This is an optimization exercise on Yosys and OpenROAD, whose aim is small area, not a production implementation.
In this exercise RTL edits were held to simulation tests only and were not proved equivalent to the original.

==> run Z <==
==> flow/design.v <==
module id_stage #(
   parameter int WORD_WIDTH = 32,
   parameter int REG_COUNT  = 32,
   parameter int CNT_WIDTH  = 16
) (
   input  logic                  CLK,
   input  logic                  RST_N,
   input  logic [WORD_WIDTH-1:0] IR_in,
   input  logic [WORD_WIDTH-1:0] PC4_in,
   input  logic                  IF_valid,
   input  logic                  flush,
   input  logic                  RegWrite_WB,
   input  logic [4:0]            WriteReg_WB,
   input  logic [WORD_WIDTH-1:0] WriteData_WB,
   input  logic                  MemRead_EX,
   input  logic [4:0]            Rt_EX,
   output logic [WORD_WIDTH-1:0] A_0,
   output logic [WORD_WIDTH-1:0] B_0,
   output logic [5:0]            Out31_26_0,
   output logic [5:0]            Out5_0_0,
   output logic [4:0]            Out25_21_0,
   output logic [4:0]            Out20_16_0,
   output logic [4:0]            Out15_11_0,
   output logic [4:0]            Out10_6_0,
   output logic [WORD_WIDTH-1:0] PC4_out,
   output logic                  valid_out,
   output logic                  stall,
   output logic [CNT_WIDTH-1:0]  stall_cnt
);
   logic [WORD_WIDTH-1:0] ir_q, ir_d;
   logic [WORD_WIDTH-1:0] pc4_q, pc4_d;
   logic                  valid_q, valid_d;
   logic [CNT_WIDTH-1:0]  cnt_q, cnt_d;
   logic [WORD_WIDTH-1:0] rf_q [1:REG_COUNT-1];
   logic [REG_COUNT-1:1]  wr_q;
   logic [5:0]            opcode, funct;
   logic [4:0]            rs, rt, rd, shamt;
   logic                  uses_rt;
   logic [REG_COUNT-1:1]  we;
   logic [REG_COUNT-1:1]  sel_a, sel_b;
   logic                  byp_a, byp_b;
   assign opcode = ir_q[31:26];
   assign rs     = ir_q[25:21];
   assign rt     = ir_q[20:16];
   assign rd     = ir_q[15:11];
   assign shamt  = ir_q[10:6];
   assign funct  = ir_q[5:0];
   assign uses_rt = (opcode == 6'd0) | (opcode == 6'd4) |
                    (opcode == 6'd5) | (opcode == 6'd43);
   assign stall = valid_q & MemRead_EX & (Rt_EX != 5'd0) &
                  ((Rt_EX == rs) | (uses_rt & (Rt_EX == rt)));
   assign byp_a = ~stall & RegWrite_WB & (rs != 5'd0) & (WriteReg_WB == rs);
   assign byp_b = ~stall & RegWrite_WB & (rt != 5'd0) & (WriteReg_WB == rt);
   for (genvar i = 1; i < REG_COUNT; i++) begin : g_sel
      assign we[i]    = RegWrite_WB & (WriteReg_WB == i);
      assign sel_a[i] = ~stall & ~byp_a & wr_q[i] & (rs == i);
      assign sel_b[i] = ~stall & ~byp_b & wr_q[i] & (rt == i);
   end
   always_comb begin
      A_0 = byp_a ? WriteData_WB : '0;
      B_0 = byp_b ? WriteData_WB : '0;
      for (int i = 1; i < REG_COUNT; i++) begin
         A_0 = A_0 | (rf_q[i] & {WORD_WIDTH{sel_a[i]}});
         B_0 = B_0 | (rf_q[i] & {WORD_WIDTH{sel_b[i]}});
      end
   end
   always_comb begin
      ir_d    = IR_in;
      pc4_d   = PC4_in;
      valid_d = IF_valid;
      if (flush) begin
         ir_d    = '0;
         pc4_d   = '0;
         valid_d = 1'b0;
      end else if (stall) begin
         ir_d    = ir_q;
         pc4_d   = pc4_q;
         valid_d = valid_q;
      end
   end
   always_comb begin
      cnt_d = cnt_q;
      if (stall && !flush && cnt_q != {CNT_WIDTH{1'b1}})
         cnt_d = cnt_q + 1'b1;
   end
   always_ff @(posedge CLK or negedge RST_N) begin
      if (!RST_N) begin
         ir_q    <= '0;
         pc4_q   <= '0;
         valid_q <= 1'b0;
         cnt_q   <= '0;
         wr_q    <= '0;
      end else begin
         ir_q    <= ir_d;
         pc4_q   <= pc4_d;
         valid_q <= valid_d;
         cnt_q   <= cnt_d;
         wr_q    <= wr_q | we;
      end
   end
   always_ff @(posedge CLK) begin
      for (int i = 1; i < REG_COUNT; i++)
         if (we[i]) rf_q[i] <= WriteData_WB;
   end
   assign Out31_26_0 = stall ? '0 : opcode;
   assign Out25_21_0 = stall ? '0 : rs;
   assign Out20_16_0 = stall ? '0 : rt;
   assign Out15_11_0 = stall ? '0 : rd;
   assign Out10_6_0  = stall ? '0 : shamt;
   assign Out5_0_0   = stall ? '0 : funct;
   assign valid_out  = stall ? 1'b0 : valid_q;
   assign PC4_out    = pc4_q;
   assign stall_cnt  = cnt_q;
endmodule
==> flow/run.sh <==
#!/bin/bash
# synth_recipe.tcl (not shown) runs the flow's synth.tcl, then flattens the netlist and writes it again
# the make line also repeats each setting of config.mk as NAME=value (left out here)
make -C /OpenROAD-flow-scripts/flow DESIGN_CONFIG=/design/flow/config.mk WORK_HOME=/design/flow/orfs CLKGATE_MAP_FILE= SYNTH_SCRIPT=/design/flow/synth_recipe.tcl finish
==> flow/config.mk <==
export PLATFORM = sky130hd
export DESIGN_NAME = id_stage
export DESIGN_NICKNAME = id_stage
export VERILOG_FILES = /design/flow/design.v
export SDC_FILE = /design/flow/constraint.sdc
export NUM_CORES = 4
export LEC_CHECK = 0
export CAP_MARGIN = 20
export CORE_MARGIN = 2
export CORE_UTILIZATION = 25
export PLACE_DENSITY = 0.45
export SLEW_MARGIN = 20
==> flow/constraint.sdc <==
create_clock -name core_clock -period 7.5 [get_ports {CLK}]
set_input_delay 1.5000 -clock core_clock [delete_from_list [all_inputs] [get_ports {CLK}]]
set_output_delay 1.5000 -clock core_clock [all_outputs]
set_load 0.01 [all_outputs]
==> run M: changes against run Z <==
--- a/flow/design.v
+++ b/flow/design.v
@@ -32,12 +32,9 @@
    logic                  valid_q, valid_d;
    logic [CNT_WIDTH-1:0]  cnt_q, cnt_d;
-   logic [WORD_WIDTH-1:0] rf_q [1:REG_COUNT-1];
-   logic [REG_COUNT-1:1]  wr_q;
+   logic [WORD_WIDTH-1:0] rf_q [REG_COUNT];
    logic [5:0]            opcode, funct;
    logic [4:0]            rs, rt, rd, shamt;
-   logic                  uses_rt;
-   logic [REG_COUNT-1:1]  we;
-   logic [REG_COUNT-1:1]  sel_a, sel_b;
-   logic                  byp_a, byp_b;
+   logic                  wr_en, uses_rt;
+   logic [WORD_WIDTH-1:0] rs_val, rt_val;
    assign opcode = ir_q[31:26];
    assign rs     = ir_q[25:21];
@@ -46,23 +43,17 @@
    assign shamt  = ir_q[10:6];
    assign funct  = ir_q[5:0];
+   assign wr_en = RegWrite_WB & (WriteReg_WB != 5'd0);
+   always_comb begin
+      rs_val = rf_q[rs];
+      rt_val = rf_q[rt];
+      if (wr_en && WriteReg_WB == rs) rs_val = WriteData_WB;
+      if (wr_en && WriteReg_WB == rt) rt_val = WriteData_WB;
+      if (rs == 5'd0) rs_val = '0;
+      if (rt == 5'd0) rt_val = '0;
+   end
    assign uses_rt = (opcode == 6'd0) | (opcode == 6'd4) |
                     (opcode == 6'd5) | (opcode == 6'd43);
    assign stall = valid_q & MemRead_EX & (Rt_EX != 5'd0) &
                   ((Rt_EX == rs) | (uses_rt & (Rt_EX == rt)));
-   assign byp_a = ~stall & RegWrite_WB & (rs != 5'd0) & (WriteReg_WB == rs);
-   assign byp_b = ~stall & RegWrite_WB & (rt != 5'd0) & (WriteReg_WB == rt);
-   for (genvar i = 1; i < REG_COUNT; i++) begin : g_sel
-      assign we[i]    = RegWrite_WB & (WriteReg_WB == i);
-      assign sel_a[i] = ~stall & ~byp_a & wr_q[i] & (rs == i);
-      assign sel_b[i] = ~stall & ~byp_b & wr_q[i] & (rt == i);
-   end
-   always_comb begin
-      A_0 = byp_a ? WriteData_WB : '0;
-      B_0 = byp_b ? WriteData_WB : '0;
-      for (int i = 1; i < REG_COUNT; i++) begin
-         A_0 = A_0 | (rf_q[i] & {WORD_WIDTH{sel_a[i]}});
-         B_0 = B_0 | (rf_q[i] & {WORD_WIDTH{sel_b[i]}});
-      end
-   end
    always_comb begin
       ir_d    = IR_in;
@@ -90,5 +81,4 @@
          valid_q <= 1'b0;
          cnt_q   <= '0;
-         wr_q    <= '0;
       end else begin
          ir_q    <= ir_d;
@@ -96,11 +86,15 @@
          valid_q <= valid_d;
          cnt_q   <= cnt_d;
-         wr_q    <= wr_q | we;
       end
    end
-   always_ff @(posedge CLK) begin
-      for (int i = 1; i < REG_COUNT; i++)
-         if (we[i]) rf_q[i] <= WriteData_WB;
+   always_ff @(posedge CLK or negedge RST_N) begin
+      if (!RST_N) begin
+         for (int i = 0; i < REG_COUNT; i++) rf_q[i] <= '0;
+      end else if (wr_en) begin
+         rf_q[WriteReg_WB] <= WriteData_WB;
+      end
    end
+   assign A_0        = stall ? '0 : rs_val;
+   assign B_0        = stall ? '0 : rt_val;
    assign Out31_26_0 = stall ? '0 : opcode;
    assign Out25_21_0 = stall ? '0 : rs;
==> run F: changes against run Z <==
--- a/flow/design.v
+++ b/flow/design.v
@@ -50,33 +50,45 @@
    assign stall = valid_q & MemRead_EX & (Rt_EX != 5'd0) &
                   ((Rt_EX == rs) | (uses_rt & (Rt_EX == rt)));
-   assign byp_a = ~stall & RegWrite_WB & (rs != 5'd0) & (WriteReg_WB == rs);
-   assign byp_b = ~stall & RegWrite_WB & (rt != 5'd0) & (WriteReg_WB == rt);
    for (genvar i = 1; i < REG_COUNT; i++) begin : g_sel
       assign we[i]    = RegWrite_WB & (WriteReg_WB == i);
-      assign sel_a[i] = ~stall & ~byp_a & wr_q[i] & (rs == i);
-      assign sel_b[i] = ~stall & ~byp_b & wr_q[i] & (rt == i);
+      assign sel_a[i] = wr_q[i] & (rs == i);
+      assign sel_b[i] = wr_q[i] & (rt == i);
    end
+   logic [WORD_WIDTH-1:0] rd_a, rd_b;
+   logic [WORD_WIDTH-1:0] grp_a [0:10];
+   logic [WORD_WIDTH-1:0] grp_b [0:10];
    always_comb begin
-      A_0 = byp_a ? WriteData_WB : '0;
-      B_0 = byp_b ? WriteData_WB : '0;
-      for (int i = 1; i < REG_COUNT; i++) begin
-         A_0 = A_0 | (rf_q[i] & {WORD_WIDTH{sel_a[i]}});
-         B_0 = B_0 | (rf_q[i] & {WORD_WIDTH{sel_b[i]}});
+      for (int k = 0; k < 11; k++) begin
+         grp_a[k] = '0;
+         grp_b[k] = '0;
+         for (int j = 1; j <= 3; j++) begin
+            if (3 * k + j < REG_COUNT) begin
+               grp_a[k] = grp_a[k] | (rf_q[3 * k + j] & {WORD_WIDTH{sel_a[3 * k + j]}});
+               grp_b[k] = grp_b[k] | (rf_q[3 * k + j] & {WORD_WIDTH{sel_b[3 * k + j]}});
+            end
+         end
       end
+      rd_a = ((grp_a[0] | grp_a[1]) | (grp_a[2] | grp_a[3])) |
+             ((grp_a[4] | grp_a[5]) | (grp_a[6] | grp_a[7])) |
+             ((grp_a[8] | grp_a[9]) | grp_a[10]);
+      rd_b = ((grp_b[0] | grp_b[1]) | (grp_b[2] | grp_b[3])) |
+             ((grp_b[4] | grp_b[5]) | (grp_b[6] | grp_b[7])) |
+             ((grp_b[8] | grp_b[9]) | grp_b[10]);
    end
-   always_comb begin
-      ir_d    = IR_in;
-      pc4_d   = PC4_in;
-      valid_d = IF_valid;
-      if (flush) begin
-         ir_d    = '0;
-         pc4_d   = '0;
-         valid_d = 1'b0;
-      end else if (stall) begin
-         ir_d    = ir_q;
-         pc4_d   = pc4_q;
-         valid_d = valid_q;
-      end
-   end
+   logic bsel_a, bsel_b, rsel_a, rsel_b;
+   assign byp_a  = RegWrite_WB & (rs != 5'd0) & (WriteReg_WB == rs);
+   assign byp_b  = RegWrite_WB & (rt != 5'd0) & (WriteReg_WB == rt);
+   assign bsel_a = ~stall & byp_a;
+   assign bsel_b = ~stall & byp_b;
+   assign rsel_a = ~stall & ~byp_a;
+   assign rsel_b = ~stall & ~byp_b;
+   assign A_0 = (WriteData_WB & {WORD_WIDTH{bsel_a}}) | (rd_a & {WORD_WIDTH{rsel_a}});
+   assign B_0 = (WriteData_WB & {WORD_WIDTH{bsel_b}}) | (rd_b & {WORD_WIDTH{rsel_b}});
+   logic hold_en, load_en;
+   assign hold_en = ~flush & stall;
+   assign load_en = ~flush & ~stall;
+   assign ir_d    = (ir_q & {WORD_WIDTH{hold_en}}) | (IR_in & {WORD_WIDTH{load_en}});
+   assign pc4_d   = (pc4_q & {WORD_WIDTH{hold_en}}) | (PC4_in & {WORD_WIDTH{load_en}});
+   assign valid_d = (valid_q & hold_en) | (IF_valid & load_en);
    always_comb begin
       cnt_d = cnt_q;
@@ -99,7 +111,13 @@
       end
    end
+   logic [REG_COUNT-1:1]  nwe;
+   for (genvar i = 1; i < REG_COUNT; i++) begin : g_nwe
+      assign nwe[i] = ~(WriteReg_WB[0] == i[0] & RegWrite_WB) |
+                      (WriteReg_WB[4:1] != i[4:1]);
+   end
    always_ff @(posedge CLK) begin
       for (int i = 1; i < REG_COUNT; i++)
-         if (we[i]) rf_q[i] <= WriteData_WB;
+         rf_q[i] <= (WriteData_WB & {WORD_WIDTH{we[i]}}) |
+                    (rf_q[i] & {WORD_WIDTH{nwe[i]}});
    end
    assign Out31_26_0 = stall ? '0 : opcode;
==> flow/flow/run.sh (new file) <==
#!/bin/bash
# Own flow: the standard layout (standard.sh), with
#  - synthesis mapping the logic for area (my_synth.tcl, area.abc),
#  - port buffers of the smallest buffer cell,
#  - clock tree synthesis without dummy loads.
# Every tool's output goes to a log file in this folder.
set -euo pipefail
here=$(pwd)
export MY_ABC_SCRIPT=$here/flow/area.abc
bash standard.sh \
  SYNTH_SCRIPT=$here/flow/my_synth.tcl \
  "BUFFER_PORTS_ARGS=-buffer_cell sky130_fd_sc_hd__buf_1" \
  "CTS_ARGS=-sink_clustering_enable -repair_clock_nets -dont_use_dummy_load -buf_list sky130_fd_sc_hd__clkbuf_8 -sink_clustering_size 14 -sink_clustering_max_diameter 70" \
  finish > $here/flow_make.log 2>&1
==> flow/flow/area.abc (new file) <==
strash
&get -n
&nf -R 1000
&put
==> flow/flow/my_synth.tcl (new file) <==
# The standard synthesis (synth_recipe.tcl), except that Yosys's abc step
# maps the logic with the area-oriented ABC script in area.abc.
proc synth {args} { yosys synth -nofsm -noshare {*}$args }
proc abc {args} {
  set i [lsearch -exact $args -script]
  if { $i >= 0 } {
    lset args [expr { $i + 1 }] $::env(MY_ABC_SCRIPT)
  }
  yosys abc {*}$args
}
source $::env(SCRIPTS_DIR)/synth.tcl
# left out here: clear keep_hierarchy, flatten, clean up, hide names made inside functions, write 1_2_yosys.v
==> flow/standard.sh (new file) <==
#!/bin/bash
# synth_recipe.tcl (not shown) runs the flow's synth.tcl, then flattens the netlist and writes it again
# the make line also repeats each setting of config.mk as NAME=value (left out here)
make -C /OpenROAD-flow-scripts/flow DESIGN_CONFIG=/design/flow/config.mk WORK_HOME=/design/flow/orfs CLKGATE_MAP_FILE= SYNTH_SCRIPT=/design/flow/synth_recipe.tcl "${@:-finish}"
- CAP_MARGIN: 20 -> 5
- CORE_UTILIZATION: 25 -> 55
- PLACE_DENSITY: 0.45 -> 0.65
- SLEW_MARGIN: 20 -> 5
removed: flow/run.sh
==> qor summary <==
                                                                              run F                       run M                       run Z
Synthesized area per cell                                                  12.2 µm²                    11.3 µm²                    11.3 µm²
Post-route insts no fill                                                      5,087                       8,002                       7,895
Status                                                     timing/DRC/antenna clean    timing/DRC/antenna clean    finished with violations
Violated checks                                                                   -                           -        negative setup slack
Share of cell area taken by muxes after synthesis                            0.393%                       20.8%                     0.0192%
Count of yosys warnings during synthesis                                          4                           2                           2
Adder and majority cell fraction of the synthesized area                    0.0291%                     0.0227%                     0.0240%
Multi-input logic portion of the cell area                                    42.8%                       40.0%                       28.2%
Number of buffers and inverters on the critical path                              3                           2                           5
Taps Inserted                                                                 1,040                       2,871                       2,788
Initial Util                                                                  55.5%                       25.1%                       25.2%
Master of the slowest instance on the critical path        sky130_fd_sc_hd__dfrtp_1     sky130_fd_sc_hd__nor2_4     sky130_fd_sc_hd__and2_2
Yosys top cell by area                                     sky130_fd_sc_hd__dfxtp_1    sky130_fd_sc_hd__dfrtp_1   sky130_fd_sc_hd__edfxtp_1
Cell chosen for the clock root                            sky130_fd_sc_hd__clkbuf_8  sky130_fd_sc_hd__clkbuf_16  sky130_fd_sc_hd__clkbuf_16

-- afterwards: timing with drivers on the ports --
The results above use ideal ports. As a check the final layouts listed here were re-extracted and re-timed, cells and wires unchanged. Step 1 assumes that a clkbuf_16 drives the clock port and a buf_2 every other input. Step 2 times the ports against the registers' clock, not the clock port: input delays grow and output delays shrink by t, the midpoint of the rising clock arrivals with the driver on. a / b / c = ideal ports / drivers / drivers and shift; a / b = the first two.
run	t (ns)	slack for setup (ns)	latest minus earliest clock arrival (ns)	slew at the worst register clock pin (ns)	cell pins on the clock port's net
run Z	0.915	-0.109 / -0.207 / -0.023	0.058 / 0.057	0.07 / 0.07	1
run M	0.909	0.323 / 0.233 / 0.794	0.051 / 0.050	0.07 / 0.07	1
run F	0.794	1.154 / 1.085 / 1.636	0.086 / 0.085	0.10 / 0.10	1
